What follows belongs to an exercise in optimizing a design on an open flow for small area and a short achievable clock period; a production flow would make more cautious choices. Function was checked by simulation only, so behaviour that the tests miss may differ from the original. Power figures rest on the tool's default switching activity, not on a simulated workload.

## tundra
Design matvec_alu_top, start of the top module:
module matvec_alu_top (
    input  logic        clk,
    input  logic        rst,
    input  logic        in_valid,
    input  logic [31:0] mat_word,
    input  logic [31:0] vec_word,
    input  logic [2:0]  pattern,
    output logic        out_valid,
    output logic [25:0] res_0,
    output logic [25:0] res_1,
    output logic [25:0] res_2,
    output logic [25:0] res_3
);
export LEC_CHECK = 0
export CAP_MARGIN = 20
export CORE_MARGIN = 2
export CORE_UTILIZATION = 40
export CTS_CLUSTER_DIAMETER = 120
export CTS_CLUSTER_SIZE = 24
export GPL_ROUTABILITY_DRIVEN = 0
export SETUP_SLACK_MARGIN = 1.9
export SLEW_MARGIN = 20
export SYNTH_HIERARCHICAL = 1
create_clock -name core_clock -period 5.2 [get_ports {clk}]
standard.sh (not shown) runs the stock make flow with config.mk's settings and CLKGATE_MAP_FILE= SYNTH_SCRIPT=/design/flow/synth_recipe.tcl, a recipe that flattens the netlist after the stock synthesis.
==> flow/flow/run.sh <==
#!/bin/bash
# standard layout, with plain buf_1 cells as the port buffers
set -euo pipefail
export BUFFER_PORTS_ARGS="-buffer_cell sky130_fd_sc_hd__buf_1"
bash standard.sh > standard.log 2>&1
Here is what was changed in the inputs of zinc compared with tundra.
- GPL_ROUTABILITY_DRIVEN removed (was 0)
- SETUP_SLACK_MARGIN changed from 1.9 to 1.75
==> comparison <==
- Routing usage on met2: tundra vs zinc — no meaningful difference
- Per the comparison of zinc with tundra, synthesis-to-finish area growth moved down; core utilization dropped 0.49 points; final period demand of the worst path rose 81 ps; leakage power of the design stayed essentially flat; worst-case headroom to the max-slew limit has decreased.
- On maximum frequency: between zinc and tundra, it ends up higher for tundra.
- Comparing final cell area excluding filler cells for zinc and tundra, the smaller number came from zinc.
- Via count of the first global-routing pass: zinc vs tundra down about 0.65%
- There was hardly any difference in critical path data required time between tundra and zinc.
#### Input delta (pepper over zinc)
- changing CTS_CLUSTER_SIZE from 24 to 30
- changing SETUP_SLACK_MARGIN from 1.75 to 1.9
- removing CTS_CLUSTER_DIAMETER (formerly 120)
Notes after the runs:
From zinc to pepper the numbers moved as follows: final weighted congestion in routability-driven placement flat; register-to-register setup slack up 80 ps; count of placed standard cells in the final layout, fillers left out up 27; total power up about 8%. Between zinc and pepper, the design area is higher for pepper. Compared to zinc, pepper has clock-pin slew of the registers on the worst-case setup and hold paths 40 ps lower. On worst IR drop on VDD: between zinc and pepper, it ends up lower for zinc. The lower first-iteration DRC count of zinc and pepper is in zinc.
Input changes introduced in ember (baseline for comparison: pepper):
- CTS_CLUSTER_SIZE changed from 30 to 20
- CTS_CLUSTER_DIAMETER newly set to 200
==> results.txt <==
Vias: ember fewer than pepper
Critical path required time sits lower in ember than in pepper.
Comparing ember and pepper, the lower number of buffers other than clock buffers in the final layout was measured on pepper.
Comparing ember and pepper, the higher via density per instance is on ember.
ember vs pepper — combinational cell power climbed slightly
Per the comparison of ember with pepper, wire length of the first global-routing pass went down by 240 µm; met3 routed wirelength went down by 250 µm.
Setup changes, ember to harbor
- CTS_CLUSTER_DIAMETER changed from 200 to 120
- ABC_AREA newly set to 1
- CTS_CLUSTER_SIZE changed from 20 to 24
### Flow results
In the metrics for harbor and ember, the one carrying the higher power in the clock group is harbor.
Taking ember as the reference, in harbor internal cell power now smaller; first-iteration DRC count rose 186; met1 track demand over resource has increased; leakage power picked up an extra 54%.
Higher mean area per synthesized cell goes to ember over harbor.
| clock buffer instance count of the final layout | lower: harbor |
The flow did not stop early for harbor: all stages ran, and the layout cleared the timing, design-rule and antenna checks.
harbor: post-placement worst setup slack 280 ps above ember
Here is what was changed in the inputs of amber compared with harbor.
- SETUP_SLACK_MARGIN changed from 1.9 to 2.0
- ABC_AREA removed (was 1)
--- outcome ---
- Summary of amber over harbor: switching power moved up, latest clock arrival within the worst-skew pair shows a reduction of 40 ps, synthesized area now sits lower, cell area power density climbed about 20%.
- Of the two values seen for last element of the critical path, p[1][14]$_DFF_P_ was produced by harbor and p[0][11]$_DFF_P_ by amber.
- On amber: global-route usage is 2.2 points lower than what harbor gave.
- amber against harbor: fraction of layout instances using a drive strength above 1 went up; number of rows created at floorplan down 5.
- amber vs harbor, number of setup buffers added after CTS went up by 5.
- The final reports for amber and harbor show wire length of the first global-routing pass lower in the former.

---

P:
Another version of the RTL of matvec_alu_top (not shown whole).
For scale: ~1800 cells after synthesis, about 230 flip-flops.
==> flow/config.mk <==
export PLATFORM = sky130hd
export DESIGN_NAME = matvec_alu_top
export DESIGN_NICKNAME = matvec_alu_top
export VERILOG_FILES = /design/flow/design.v
export SDC_FILE = /design/flow/constraint.sdc
export NUM_CORES = 4
export LEC_CHECK = 0
export CAP_MARGIN = 20
export CORE_MARGIN = 2
export CORE_UTILIZATION = 40
export SETUP_SLACK_MARGIN = 2.0
export SLEW_MARGIN = 20
==> flow/constraint.sdc <==
create_clock -name core_clock -period 5.2 [get_ports {clk}]
set_input_delay 1.0400 -clock core_clock [delete_from_list [all_inputs] [get_ports {clk}]]
set_output_delay 1.0400 -clock core_clock [all_outputs]
set_load 0.01 [all_outputs]
Scripts as last shown in full above: flow/flow/run.sh
P ended with every stage complete and zero timing, DRC or antenna violations.
> inputs changed (P -> Q)
-- flow/config.mk --
<<< P, line 8
export CAP_MARGIN = 20
export CORE_MARGIN = 2
export CORE_UTILIZATION = 40
export SETUP_SLACK_MARGIN = 2.0
export SLEW_MARGIN = 20
>>> Q, line 8
export CAP_MARGIN = 20
export CORE_MARGIN = 2
export CORE_UTILIZATION = 60
export SETUP_SLACK_MARGIN = 1.6
export SLEW_MARGIN = 20
Findings:
Of Q and P, it is Q that has the lower count of clock-buffer cells in the layout.
The cell count after placement in P is 1.09 times that in Q.
Routed via count went down by a few percent going from P to Q.
Summary: with P as the reference, power drawn by the combinational cells in Q moved down by more than 10%.
Diff P -> Q | detailed route wirelength on metal2 | down by more than 10%
From P to Q the numbers moved as follows: ratio of final minimum period to clock period climbed 0.72 points; routed length on met3 climbed 240 µm; final critical-path setup slack dropped 37 ps; met2 usage climbed 8.2 points.
#### Input delta (R over Q)
==> flow/run.sh (new file) <==
#!/bin/bash
# synth_recipe.tcl (not shown) runs the flow's synth.tcl, then flattens the netlist and writes it again
# the make line also repeats each setting of config.mk as NAME=value (left out here)
make -C /OpenROAD-flow-scripts/flow DESIGN_CONFIG=/design/flow/config.mk WORK_HOME=/design/flow/orfs CLKGATE_MAP_FILE= SYNTH_SCRIPT=/design/flow/synth_recipe.tcl finish
-- flow/config.mk --
<<< Q, line 8
export CAP_MARGIN = 20
export CORE_MARGIN = 2
export CORE_UTILIZATION = 60
export SETUP_SLACK_MARGIN = 1.6
export SLEW_MARGIN = 20
>>> R, line 8
export CAP_MARGIN = 20
export CORE_MARGIN = 2
export CORE_UTILIZATION = 40
export SETUP_SLACK_MARGIN = 2.2
export SLEW_MARGIN = 20
removed: flow/flow/run.sh
removed: flow/standard.sh
Findings:
Between Q and R, the flow reports total of clock buffers placed in the layout increasing by more than 10%.
Diff Q -> R: final area grew by about 16%, chip height now larger.
Worst setup slack improves in R relative to Q.
[inputs] S vs R
-- flow/config.mk --
<<< R, line 6
export NUM_CORES = 4
export LEC_CHECK = 0
export CAP_MARGIN = 20
export CORE_MARGIN = 2
export CORE_UTILIZATION = 40
export SETUP_SLACK_MARGIN = 2.2
export SLEW_MARGIN = 20
>>> S, line 6
export NUM_CORES = 4
export LEC_CHECK = 0
export ABC_AREA = 1
export CAP_MARGIN = 20
export CORE_MARGIN = 2
export CORE_UTILIZATION = 40
export SETUP_SLACK_MARGIN = 1.0
export SLEW_MARGIN = 20
Findings:
S finished every stage and its layout cleared the timing, design-rule and antenna checks.
Shortest period the worst path allows, R and S, higher one = S.
Note that the count of inserted tapcells recorded for S amounts to 1.11 times the value seen in R.
Wire length for S is higher than for R.
Synthesized cell count for S is higher than for R.
S vs R — power share of the clock group rose 0.9 points.

port drivers added, routing unchanged:
Ports are ideal in the flow. The routed layouts listed here were re-timed in OpenROAD. Step 1: set_driving_cell puts a clkbuf_16 on clk and a buf_2 on each other input, an assumption about the parent block. Step 2, shift: input delay + t, output delay - t, t = (earliest + latest rising clock arrival at the registers) / 2. This alone moves slack from input paths to output paths. a / b / c = no drivers / after step 1 / after step 2; a / b = the first two.
| run | shift t [ns] | setup slack, ns | worst setup path after step 2 | clock arrival spread, ns | pins driven straight from the clock port |
|---|---|---|---|---|---|
| tundra | 0.538 | 1.981 / 1.980 / 1.981 | register to register | 0.035 / 0.035 | 1 |
| zinc | 0.543 | 1.900 / 1.900 / 1.900 | register to register | 0.034 / 0.034 | 1 |
| pepper | 0.593 | 1.981 / 1.955 / 1.981 | register to register | 0.017 / 0.017 | 1 |
| ember | 0.541 | 1.994 / 1.994 / 1.994 | register to register | 0.016 / 0.016 | 1 |
| harbor | 0.566 | 2.138 / 2.138 / 2.138 | register to register | 0.042 / 0.042 | 1 |
| amber | 0.540 | 2.012 / 2.012 / 2.012 | register to register | 0.031 / 0.031 | 1 |
| P | 0.602 | 1.739 / 1.739 / 1.739 | register to register | 0.031 / 0.032 | 1 |
| Q | 0.591 | 1.701 / 1.701 / 1.701 | register to register | 0.011 / 0.011 | 1 |
| R | 0.604 | 1.841 / 1.841 / 1.841 | register to register | 0.017 / 0.018 | 1 |
| S | 0.607 | 1.766 / 1.766 / 1.766 | register to register | 0.017 / 0.017 | 1 |
After both steps every run listed still meets setup and hold.
